What follows belongs to an exercise in optimizing a design on an open flow for a short achievable clock period and few clock cycles; a production flow would make more cautious choices.
Only simulation tests tie the RTL to the original design; equivalence was not proved.

==> inputs of trial 43 <==
Design legv8Top, start of the top module:
module legv8Top (
    input  logic                   clk,
    input  logic                   rstN,
    output logic [64-1:0] instrAddr,
    input  logic [31:0]            instr,
    output logic                   wbCyc,
    output logic                   wbStb,
    output logic                   wbWe,
    output logic [64-1:0] wbAdr,
    output logic [64-1:0] wbDatW,
    input  logic                   wbAck,
    input  logic [64-1:0] wbDatR
);
    legv8Cpu legv8Cpu_i (
        .clk       (clk),
        .rstN      (rstN),
        .instrAddr (instrAddr),
        .instr     (instr),
        .wbCyc     (wbCyc),
        .wbStb     (wbStb),
        .wbWe      (wbWe),
        .wbAdr     (wbAdr),
        .wbDatW    (wbDatW),
        .wbAck     (wbAck),
        .wbDatR    (wbDatR)
    );
endmodule
clock: 15.0 ns
lec_check: 0
abc_clock_period_in_ps: 1000
cap_margin: 20
cell_pad_in_sites_detail_placement: 1
cell_pad_in_sites_global_placement: 1
core_margin: 2
core_utilization: 35
slew_margin: 20
setup_slack_margin: 10.5
tns_end_percent: 100
remove_abc_buffers: 1
buffer_ports_args: -buffer_cell sky130_fd_sc_hd__buf_4
standard.sh (not shown) runs the stock make flow with config.mk's settings and CLKGATE_MAP_FILE= SYNTH_SCRIPT=/design/flow/synth_recipe.tcl, a recipe that flattens the netlist after the stock synthesis.
==> flow/flow/run.sh <==
#!/bin/bash
# Layout flow: the standard ORFS flow (standard.sh, with its synthesis
# unchanged) with a few extra settings from flow/extra.mk appended to
# the standard flow's config.mk. Each tool's output is in standard_flow.log and in the
# ORFS logs under orfs/logs/.
set -euo pipefail
cat flow/extra.mk >> config.mk
bash standard.sh finish > standard_flow.log 2>&1
==> flow/flow/extra.mk <==
# Added to the standard flow's config.mk by flow/run.sh.
# Timing repair aims for this much setup slack at the 15 ns clock, so that it
# works on the paths that set the achieved period (about 15 - 10.5 ns).
export SETUP_SLACK_MARGIN = 10.5
export TNS_END_PERCENT = 100
# Skip the floorplan-stage repair (it runs on wire-load estimates and does
# not converge with the margin above); ABC's buffers are removed instead.
export REMOVE_ABC_BUFFERS = 1
# Port buffers from the plain buffer family, so that repair can size them.
export BUFFER_PORTS_ARGS = -buffer_cell sky130_fd_sc_hd__buf_4
==> trial 98 (differences from trial 43) <==
--- a/flow/design.v
+++ b/flow/design.v
@@ -84,16 +84,18 @@
     logic        flagN, flagV;
     logic        rdV;
     logic        rADDI, rADDS, rSUBS, rLD, rST, rBL, rBR, rWr;
     logic        rCbzOpen, rBcondOpen, rBrOpen;
     logic [4:0]  rRn, rRm, rRt, rWrIdx;
-    logic [30:0] rSelA, rSelM, rSelT, rNeed;
+    logic [30:0] rSelA, rSelM, rSelT, rNeed, rSelAm, rSelMm;
     logic [25:0] rI;         
     logic [63:0] rPc;
     logic        exV, exWr, exFlag, exMem, exSt, exLdw, exSub;
     logic [4:0]  exRd;
     logic [30:0] exWe;
+    logic [30:0] wbOH;
+    logic [63:0] wbQ;
     logic [63:0] exA, exB, exT;
     logic        busV, busWe, busLdw;
     logic [63:0] busAdr, busDat;
     logic [4:0]  busRd;
     logic        qWe  [QD];
@@ -127,37 +129,57 @@
     logic exWrV, exFlagV;
     assign exWrV   = exV & exWr;
     assign exFlagV = exV & exFlag;
     logic        ackLd;
     logic [30:0] ackOH;
-    logic        ackZero;
-    assign ackLd   = busV & wbAck & ~busWe & busLdw;
-    assign ackZero = (wbDatR == 64'd0);
+    logic        busLdV;     
+    assign ackLd   = busLdV & wbAck;
+    logic [63:0] ldQ;
+    logic        lzZero;
+    logic [30:0] lzOH;       
+    assign lzZero = (ldQ == 64'd0);
+    always_ff @(posedge clk or negedge rstN) begin
+        if (!rstN) lzOH <= '0;
+        else       lzOH <= ackOH;
+    end
+    always_ff @(posedge clk) begin
+        if (ackLd) ldQ <= wbDatR;
+    end
     always_comb begin
         ackOH = '0;
         if (ackLd && busRd != 5'd31) ackOH[busRd] = 1'b1;
     end
+    logic [30:0] zNext;
+    always_comb begin
+        for (int i = 0; i < 31; i++) begin
+            if (exWe[i])        zNext[i] = exZero;
+            else if (ackOH[i])  zNext[i] = 1'b0;
+            else if (lzOH[i])   zNext[i] = lzZero;
+            else                zNext[i] = z[i];
+        end
+    end
     function automatic logic [63:0] aoRead(input logic [30:0] sel);
         aoRead = '0;
         for (int i = 0; i < 31; i++)
-            aoRead = aoRead | ({64{sel[i] & ~z[i]}} & x[i]);
+            aoRead = aoRead | ({64{sel[i]}} & x[i]);
     endfunction
     logic fwdExA, fwdExM, fwdExT, fwdBusA, fwdBusM;
     assign fwdBusA = ackLd & (busRd == rRn);
     assign fwdBusM = ackLd & (busRd == rRm);
     logic [63:0] aoA, rdA, rdM;
-    assign aoA = aoRead(rSelA);
+    logic fwdWbA, fwdWbM;    
+    assign aoA = aoRead(rSelAm) | ({64{fwdWbA}} & wbQ);
     assign rdA = fwdExA ? exSum : aoA;
-    assign rdM = fwdExM ? exSum : aoRead(rSelM);
+    assign rdM = fwdExM ? exSum : (aoRead(rSelMm) | ({64{fwdWbM}} & wbQ));
     logic [30:0] busOH, missing;
     logic        hazFixed, hazBus, rMem, qRoom, rdHaz, rdStall, rdGo;
     assign busOH    = oneHot(busRd);
     assign missing  = rNeed & pend;
     assign rMem     = rLD | rST;
     assign qRoom    = ({1'b0, qCnt} + {3'd0, exV & exMem}) < QD;
     logic cbzWait, brPend, brBus, brWait;
-    assign cbzWait  = rCbzOpen & (|(rSelT & pend));
+    assign cbzWait  = rCbzOpen & (|(rSelT & (pend | lzOH)));
     assign brPend   = rBrOpen & (|(rSelA & pend));
     assign brBus    = brPend & busV & ~busWe & busLdw & (busRd == rRn);
     assign brWait   = brPend & ~brBus;
     assign hazFixed = (|(missing & ~busOH)) | cbzWait | brWait | (rMem & ~qRoom);
     assign hazBus   = (|(missing & busOH)) | brBus;
@@ -166,16 +188,17 @@
     assign rdGo    = rdV & ~rdHaz;
     logic [63:0] rdTgt19, rdLink, rdTarget;
     assign rdTgt19 = rPc + {{43{rI[23]}}, rI[23:5], 2'b00};
     assign rdLink  = rPc + 64'd4;
     logic rdZeroT, redirectEarly, redirectLate, redirectBus, redirect;
-    assign rdZeroT = (rRt == 5'd31) | (fwdExT ? exZero : z[rRt]);
+    assign rdZeroT = (rRt == 5'd31) | (|(rSelT & z));    
     logic [63:0] brT;
     assign brT = fwdExA ? exSum : aoA;
-    assign redirectEarly = rdV & ((rBrOpen & ~brPend) | (rCbzOpen & ~cbzWait & rdZeroT) |
+    assign redirectEarly = rdV & ((rBrOpen & ~brPend) | (rCbzOpen & ~cbzWait & ~fwdExT & rdZeroT) |
                                   (rBcondOpen & ~exFlagV & (flagN ^ flagV)));
-    assign redirectLate  = rdV & rBcondOpen & exFlagV & (exN ^ exOvf);
+    assign redirectLate  = rdV & ((rBcondOpen & exFlagV & (exN ^ exOvf)) |
+                                  (rCbzOpen & ~cbzWait & fwdExT & exZero));
     assign redirectBus   = rdV & brBus & ~hazFixed & ackLd;
     assign redirect      = redirectEarly | redirectLate | redirectBus;
     assign rdTarget      = rBrOpen ? brT : rdTgt19;
     logic [10:0] op;
     logic [4:0]  fRn, fRm, fRt;
@@ -201,11 +224,11 @@
     assign rdFlags  = rdV & (rADDS | rSUBS);
     logic fZeroKnown, fZero;
     assign fZeroKnown = (fRt == 5'd31);
     assign fZero      = 1'b1;
     logic fBr30;
-    assign fBr30 = fBR & (fRn == 5'd30) & ~(rdWrites & (rWrIdx == 5'd30)) &
+    assign fBr30 = fBR & (fRn == 5'd30) & ~(rdWrites & (rWrIdx == 5'd30)) & ~wbOH[30] &
                    ~(exWrV & (exRd == 5'd30)) & ~pend[30];
     logic fCbzOpen, fBcondOpen, take26, take19;
     assign fCbzOpen   = fCBZ & ~fZeroKnown;
     assign fBcondOpen = fBcond & (rdFlags | exFlagV);
     assign take26     = fB | fBL;
@@ -317,10 +340,23 @@
             fwdExA <= rdV & rdWrEx & (fRn  == rWrIdx);
             fwdExM <= rdV & rdWrEx & (fRmx == rWrIdx);
             fwdExT <= rdV & rdWrEx & (fRt  == rWrIdx);
         end
     end
+    always_ff @(posedge clk) begin
+        if (rdStall) begin
+            rSelAm <= rSelA & ~zNext & ~exWe;
+            rSelMm <= rSelM & ~zNext & ~exWe;
+            fwdWbA <= |(rSelA & ~zNext & exWe);
+            fwdWbM <= |(rSelM & ~zNext & exWe);
+        end else begin
+            rSelAm <= oneHot(fRn)  & ~zNext & ~exWe;
+            rSelMm <= oneHot(fRmx) & ~zNext & ~exWe;
+            fwdWbA <= |(oneHot(fRn)  & ~zNext & exWe);
+            fwdWbM <= |(oneHot(fRmx) & ~zNext & exWe);
+        end
+    end
     logic fWr, fUseA, fUseM;
     assign fWr   = ((fADDI | fADDS | fSUBS | fLD) & (fRt != 5'd31)) | fBL;
     assign fUseA = fADDI | fADDS | fSUBS | fLD | fST;
     assign fUseM = fADDS | fSUBS;
     always_ff @(posedge clk) begin
@@ -369,28 +405,30 @@
         exA    <= (fwdBusA & ~rBL) ? wbDatR : (rBL ? rdLink : rdA);
         exB    <= (fwdBusM & ~rBL & ~rUseImm) ? (wbDatR ^ {64{rSUBS}}) :
                   (rBL ? 64'd0 : (rUseImm ? rdImm : (rdM ^ {64{rSUBS}})));
         exT    <= fwdBusM ? wbDatR : rdM;    
     end
+    always_ff @(posedge clk or negedge rstN) begin
+        if (!rstN) wbOH <= '0;
+        else       wbOH <= exWe;
+    end
+    always_ff @(posedge clk) begin
+        wbQ <= exSum;
+    end
     always_ff @(posedge clk) begin
         for (int i = 0; i < 31; i++) begin
-            if (exWe[i])
-                x[i] <= exSum;
+            if (wbOH[i])
+                x[i] <= wbQ;
             else if (ackOH[i])
                 x[i] <= wbDatR;
         end
     end
     always_ff @(posedge clk or negedge rstN) begin
         if (!rstN) begin
             z <= '1;
         end else begin
-            for (int i = 0; i < 31; i++) begin
-                if (exWe[i])
-                    z[i] <= exZero;
-                else if (ackOH[i])
-                    z[i] <= ackZero;
-            end
+            z <= zNext;
         end
     end
     always_ff @(posedge clk or negedge rstN) begin
         if (!rstN) begin
             flagN <= 1'b0;
@@ -452,10 +490,16 @@
                 busAdr <= exSum;
                 busDat <= exT;
             end
         end
     end
+    always_ff @(posedge clk or negedge rstN) begin
+        if (!rstN)
+            busLdV <= 1'b0;
+        else if (busFree)
+            busLdV <= qEmpty ? (push & ~exSt & exLdw) : (~qWe[qHead] & qLdw[qHead]);
+    end
     always_ff @(posedge clk) begin
         if (busFree) begin
             if (!qEmpty) begin
                 busLdw <= qLdw[qHead];
                 busRd  <= qRd[qHead];
CELL_PAD_IN_SITES_DETAIL_PLACEMENT = 2   (was 1)
CELL_PAD_IN_SITES_GLOBAL_PLACEMENT = 2   (was 1)
CORE_UTILIZATION = 30   (was 35)
PLACE_DENSITY = 0.5   (was default)
==> build 28 (differences from trial 43) <==
--- a/flow/design.v
+++ b/flow/design.v
@@ -84,16 +84,18 @@
     logic        flagN, flagV;
     logic        rdV;
     logic        rADDI, rADDS, rSUBS, rLD, rST, rBL, rBR, rWr;
     logic        rCbzOpen, rBcondOpen, rBrOpen;
     logic [4:0]  rRn, rRm, rRt, rWrIdx;
-    logic [30:0] rSelA, rSelM, rSelT, rNeed;
+    logic [30:0] rSelA, rSelM, rSelT, rNeed, rSelAm, rSelMm;
     logic [25:0] rI;         
     logic [63:0] rPc;
     logic        exV, exWr, exFlag, exMem, exSt, exLdw, exSub;
     logic [4:0]  exRd;
     logic [30:0] exWe;
+    logic [30:0] wbOH;
+    logic [63:0] wbQ;
     logic [63:0] exA, exB, exT;
     logic        busV, busWe, busLdw;
     logic [63:0] busAdr, busDat;
     logic [4:0]  busRd;
     logic        qWe  [QD];
@@ -102,11 +104,12 @@
     logic [63:0] qDat [QD];
     logic [4:0]  qRd  [QD];
     logic [QW-1:0] qHead, qTail;
     logic [QW:0]   qCnt;
     logic [51:0] pcHiOut;
-    assign instrAddr = {pcHiOut, pcLo, pcB};
+    logic [1:0]  pcBOut;
+    assign instrAddr = {pcHiOut, pcLo, pcBOut};
     assign wbCyc  = busV;
     assign wbStb  = busV;
     assign wbWe   = busWe;
     assign wbAdr  = busAdr;
     assign wbDatW = busDat;
@@ -127,37 +130,57 @@
     logic exWrV, exFlagV;
     assign exWrV   = exV & exWr;
     assign exFlagV = exV & exFlag;
     logic        ackLd;
     logic [30:0] ackOH;
-    logic        ackZero;
-    assign ackLd   = busV & wbAck & ~busWe & busLdw;
-    assign ackZero = (wbDatR == 64'd0);
+    logic        busLdV;     
+    assign ackLd   = busLdV & wbAck;
+    logic [63:0] ldQ;
+    logic        lzZero;
+    logic [30:0] lzOH;       
+    assign lzZero = (ldQ == 64'd0);
+    always_ff @(posedge clk or negedge rstN) begin
+        if (!rstN) lzOH <= '0;
+        else       lzOH <= ackOH;
+    end
+    always_ff @(posedge clk) begin
+        if (ackLd) ldQ <= wbDatR;
+    end
     always_comb begin
         ackOH = '0;
         if (ackLd && busRd != 5'd31) ackOH[busRd] = 1'b1;
     end
+    logic [30:0] zNext;
+    always_comb begin
+        for (int i = 0; i < 31; i++) begin
+            if (exWe[i])        zNext[i] = exZero;
+            else if (ackOH[i])  zNext[i] = 1'b0;
+            else if (lzOH[i])   zNext[i] = lzZero;
+            else                zNext[i] = z[i];
+        end
+    end
     function automatic logic [63:0] aoRead(input logic [30:0] sel);
         aoRead = '0;
         for (int i = 0; i < 31; i++)
-            aoRead = aoRead | ({64{sel[i] & ~z[i]}} & x[i]);
+            aoRead = aoRead | ({64{sel[i]}} & x[i]);
     endfunction
     logic fwdExA, fwdExM, fwdExT, fwdBusA, fwdBusM;
     assign fwdBusA = ackLd & (busRd == rRn);
     assign fwdBusM = ackLd & (busRd == rRm);
     logic [63:0] aoA, rdA, rdM;
-    assign aoA = aoRead(rSelA);
+    logic fwdWbA, fwdWbM;    
+    assign aoA = aoRead(rSelAm) | ({64{fwdWbA}} & wbQ);
     assign rdA = fwdExA ? exSum : aoA;
-    assign rdM = fwdExM ? exSum : aoRead(rSelM);
+    assign rdM = fwdExM ? exSum : (aoRead(rSelMm) | ({64{fwdWbM}} & wbQ));
     logic [30:0] busOH, missing;
     logic        hazFixed, hazBus, rMem, qRoom, rdHaz, rdStall, rdGo;
     assign busOH    = oneHot(busRd);
     assign missing  = rNeed & pend;
     assign rMem     = rLD | rST;
     assign qRoom    = ({1'b0, qCnt} + {3'd0, exV & exMem}) < QD;
     logic cbzWait, brPend, brBus, brWait;
-    assign cbzWait  = rCbzOpen & (|(rSelT & pend));
+    assign cbzWait  = rCbzOpen & (|(rSelT & (pend | lzOH)));
     assign brPend   = rBrOpen & (|(rSelA & pend));
     assign brBus    = brPend & busV & ~busWe & busLdw & (busRd == rRn);
     assign brWait   = brPend & ~brBus;
     assign hazFixed = (|(missing & ~busOH)) | cbzWait | brWait | (rMem & ~qRoom);
     assign hazBus   = (|(missing & busOH)) | brBus;
@@ -166,16 +189,17 @@
     assign rdGo    = rdV & ~rdHaz;
     logic [63:0] rdTgt19, rdLink, rdTarget;
     assign rdTgt19 = rPc + {{43{rI[23]}}, rI[23:5], 2'b00};
     assign rdLink  = rPc + 64'd4;
     logic rdZeroT, redirectEarly, redirectLate, redirectBus, redirect;
-    assign rdZeroT = (rRt == 5'd31) | (fwdExT ? exZero : z[rRt]);
+    assign rdZeroT = (rRt == 5'd31) | (|(rSelT & z));    
     logic [63:0] brT;
     assign brT = fwdExA ? exSum : aoA;
-    assign redirectEarly = rdV & ((rBrOpen & ~brPend) | (rCbzOpen & ~cbzWait & rdZeroT) |
+    assign redirectEarly = rdV & ((rBrOpen & ~brPend) | (rCbzOpen & ~cbzWait & ~fwdExT & rdZeroT) |
                                   (rBcondOpen & ~exFlagV & (flagN ^ flagV)));
-    assign redirectLate  = rdV & rBcondOpen & exFlagV & (exN ^ exOvf);
+    assign redirectLate  = rdV & ((rBcondOpen & exFlagV & (exN ^ exOvf)) |
+                                  (rCbzOpen & ~cbzWait & fwdExT & exZero));
     assign redirectBus   = rdV & brBus & ~hazFixed & ackLd;
     assign redirect      = redirectEarly | redirectLate | redirectBus;
     assign rdTarget      = rBrOpen ? brT : rdTgt19;
     logic [10:0] op;
     logic [4:0]  fRn, fRm, fRt;
@@ -201,11 +225,11 @@
     assign rdFlags  = rdV & (rADDS | rSUBS);
     logic fZeroKnown, fZero;
     assign fZeroKnown = (fRt == 5'd31);
     assign fZero      = 1'b1;
     logic fBr30;
-    assign fBr30 = fBR & (fRn == 5'd30) & ~(rdWrites & (rWrIdx == 5'd30)) &
+    assign fBr30 = fBR & (fRn == 5'd30) & ~(rdWrites & (rWrIdx == 5'd30)) & ~wbOH[30] &
                    ~(exWrV & (exRd == 5'd30)) & ~pend[30];
     logic fCbzOpen, fBcondOpen, take26, take19;
     assign fCbzOpen   = fCBZ & ~fZeroKnown;
     assign fBcondOpen = fBcond & (rdFlags | exFlagV);
     assign take26     = fB | fBL;
@@ -256,10 +280,17 @@
         else if (setFull)  pcHiOut <= fullT[63:12];
         else               pcHiOut <= hiTrue;
     end
     logic brX;
     assign brX = ~rdStall & ~redirectEarly & ~take26 & ~take19 & fBr30;
+    always_ff @(posedge clk) begin
+        if (redirectBus)        pcBOut <= wbDatR[1:0];
+        else if (redirectLate)  pcBOut <= rdTgt19[1:0];
+        else if (setFull)       pcBOut <= fullT[1:0];
+        else if (brX)           pcBOut <= x30[1:0];
+        else                    pcBOut <= pcB;
+    end
     always_ff @(posedge clk or negedge rstN) begin
         if (!rstN) begin
             pcLo  <= '0;
             pcHiQ <= '0;
             pcB   <= '0;
@@ -317,10 +348,23 @@
             fwdExA <= rdV & rdWrEx & (fRn  == rWrIdx);
             fwdExM <= rdV & rdWrEx & (fRmx == rWrIdx);
             fwdExT <= rdV & rdWrEx & (fRt  == rWrIdx);
         end
     end
+    always_ff @(posedge clk) begin
+        if (rdStall) begin
+            rSelAm <= rSelA & ~zNext & ~exWe;
+            rSelMm <= rSelM & ~zNext & ~exWe;
+            fwdWbA <= |(rSelA & ~zNext & exWe);
+            fwdWbM <= |(rSelM & ~zNext & exWe);
+        end else begin
+            rSelAm <= oneHot(fRn)  & ~zNext & ~exWe;
+            rSelMm <= oneHot(fRmx) & ~zNext & ~exWe;
+            fwdWbA <= |(oneHot(fRn)  & ~zNext & exWe);
+            fwdWbM <= |(oneHot(fRmx) & ~zNext & exWe);
+        end
+    end
     logic fWr, fUseA, fUseM;
     assign fWr   = ((fADDI | fADDS | fSUBS | fLD) & (fRt != 5'd31)) | fBL;
     assign fUseA = fADDI | fADDS | fSUBS | fLD | fST;
     assign fUseM = fADDS | fSUBS;
     always_ff @(posedge clk) begin
@@ -341,12 +385,12 @@
             rRt        <= fRt;
             rWrIdx     <= fBL ? 5'd30 : fRt;
             rSelA      <= oneHot(fRn);
             rSelM      <= oneHot(fRmx);
             rSelT      <= oneHot(fRt);
-            rNeed      <= (fUseA ? oneHot(fRn) : 31'd0) | (fUseM ? oneHot(fRm) : 31'd0) |
-                          (fST ? oneHot(fRt) : 31'd0) | (fWr ? oneHot(fBL ? 5'd30 : fRt) : 31'd0);
+            rNeed      <= (fUseA ? (oneHot(fRn) | oneHot(fRt)) : 31'd0) |
+                          (fUseM ? oneHot(fRm) : 31'd0) | {fBL, 30'd0};
             rI         <= instr[25:0];
             rPc        <= pcFull;
         end
     end
     logic [63:0] rdImm;
@@ -369,28 +413,30 @@
         exA    <= (fwdBusA & ~rBL) ? wbDatR : (rBL ? rdLink : rdA);
         exB    <= (fwdBusM & ~rBL & ~rUseImm) ? (wbDatR ^ {64{rSUBS}}) :
                   (rBL ? 64'd0 : (rUseImm ? rdImm : (rdM ^ {64{rSUBS}})));
         exT    <= fwdBusM ? wbDatR : rdM;    
     end
+    always_ff @(posedge clk or negedge rstN) begin
+        if (!rstN) wbOH <= '0;
+        else       wbOH <= exWe;
+    end
+    always_ff @(posedge clk) begin
+        wbQ <= exSum;
+    end
     always_ff @(posedge clk) begin
         for (int i = 0; i < 31; i++) begin
-            if (exWe[i])
-                x[i] <= exSum;
+            if (wbOH[i])
+                x[i] <= wbQ;
             else if (ackOH[i])
                 x[i] <= wbDatR;
         end
     end
     always_ff @(posedge clk or negedge rstN) begin
         if (!rstN) begin
             z <= '1;
         end else begin
-            for (int i = 0; i < 31; i++) begin
-                if (exWe[i])
-                    z[i] <= exZero;
-                else if (ackOH[i])
-                    z[i] <= ackZero;
-            end
+            z <= zNext;
         end
     end
     always_ff @(posedge clk or negedge rstN) begin
         if (!rstN) begin
             flagN <= 1'b0;
@@ -452,10 +498,16 @@
                 busAdr <= exSum;
                 busDat <= exT;
             end
         end
     end
+    always_ff @(posedge clk or negedge rstN) begin
+        if (!rstN)
+            busLdV <= 1'b0;
+        else if (busFree)
+            busLdV <= qEmpty ? (push & ~exSt & exLdw) : (~qWe[qHead] & qLdw[qHead]);
+    end
     always_ff @(posedge clk) begin
         if (busFree) begin
             if (!qEmpty) begin
                 busLdw <= qLdw[qHead];
                 busRd  <= qRd[qHead];
CAP_MARGIN = 50   (was 20)
CELL_PAD_IN_SITES_DETAIL_PLACEMENT = 2   (was 1)
CELL_PAD_IN_SITES_GLOBAL_PLACEMENT = 2   (was 1)
CORE_UTILIZATION = 30   (was 35)
PLACE_DENSITY = 0.5   (was default)
SLEW_MARGIN = 70   (was 20)
==> impl.org <==
** Finish
- Fraction of area in clock buffers and inverters :: 0.06478
- After routing the design area is 238600 um2.

** Place
- Dpl cell area :: 216600 um2
- The congestion estimate from routability-driven global placement came to 0.9577.

** Yosys
- Post-synth ARST share :: 0.09769
- Fraction of the mapped netlist area in simple logic gates :: 0.07273

** Status
- The run finished with no timing, DRC or antenna violations.

** Worst hold path
- Startpoint of the worst hold path :: legv8Cpu_i.exWe[18]
-- figures above: build 28

==> impl.org <==
** Finish
- Finished layout cell area :: 209500 um2

** Status
- The run finished with no timing, DRC or antenna violations.

** Place
- Dpl cell area :: 189000 um2
- GP Congestion :: 1.032

** Yosys
- Fraction of the mapped netlist area in simple logic gates :: 0.08083
-- figures above: trial 43

==> impl.org <==
** Status
- Checks that blocked a clean result :: max-capacitance violations, max-slew violations
- Outcome :: failed layout checks

** Finish
- The finished cells cover 225900 um2.

** STA
- The final-report max-slew violation count is 27.

** Job
- Max-cap viol count :: 2
-- figures above: trial 98

Testbench counts of trial 43, summed over its fixed seeds: cycles 124,054.
Testbench counts of trial 98, summed over its fixed seeds: cycles 124,192.
Testbench counts of build 28, summed over its fixed seeds: cycles 124,192.

[afterwards: timing with drivers on the ports]
In the flow no input, the clock included, has a driving cell. The finished layouts below were timed again as built, in two steps.
Step 1 (the two cells are an assumption about what drives the block):
set clk [get_ports {clk}]
set_driving_cell -lib_cell sky130_fd_sc_hd__clkbuf_16 $clk
set_driving_cell -lib_cell sky130_fd_sc_hd__buf_2 [delete_from_list [all_inputs] $clk]
Step 2 moves the port delays by t, midway between the first and last clock arrival at a register: inputs arrive t later, outputs are due t later. That takes back most of the time a late clock gives input paths.
a / b / c = ideal / step 1 / step 2; a / b = the first two.
run	t (ns)	slack for setup (ns)	latest minus earliest clock arrival (ns)
trial 43	1.192	10.165 / 10.121 / 8.979	0.125 / 0.125
trial 98	1.223	10.169 / 10.041 / 9.199	0.122 / 0.122
build 28	1.242	10.246 / 10.106 / 9.141	0.130 / 0.130
The setup slack of trial 43, which loses most, moves by -0.044 ns with the drivers and by -1.186 ns with both steps.
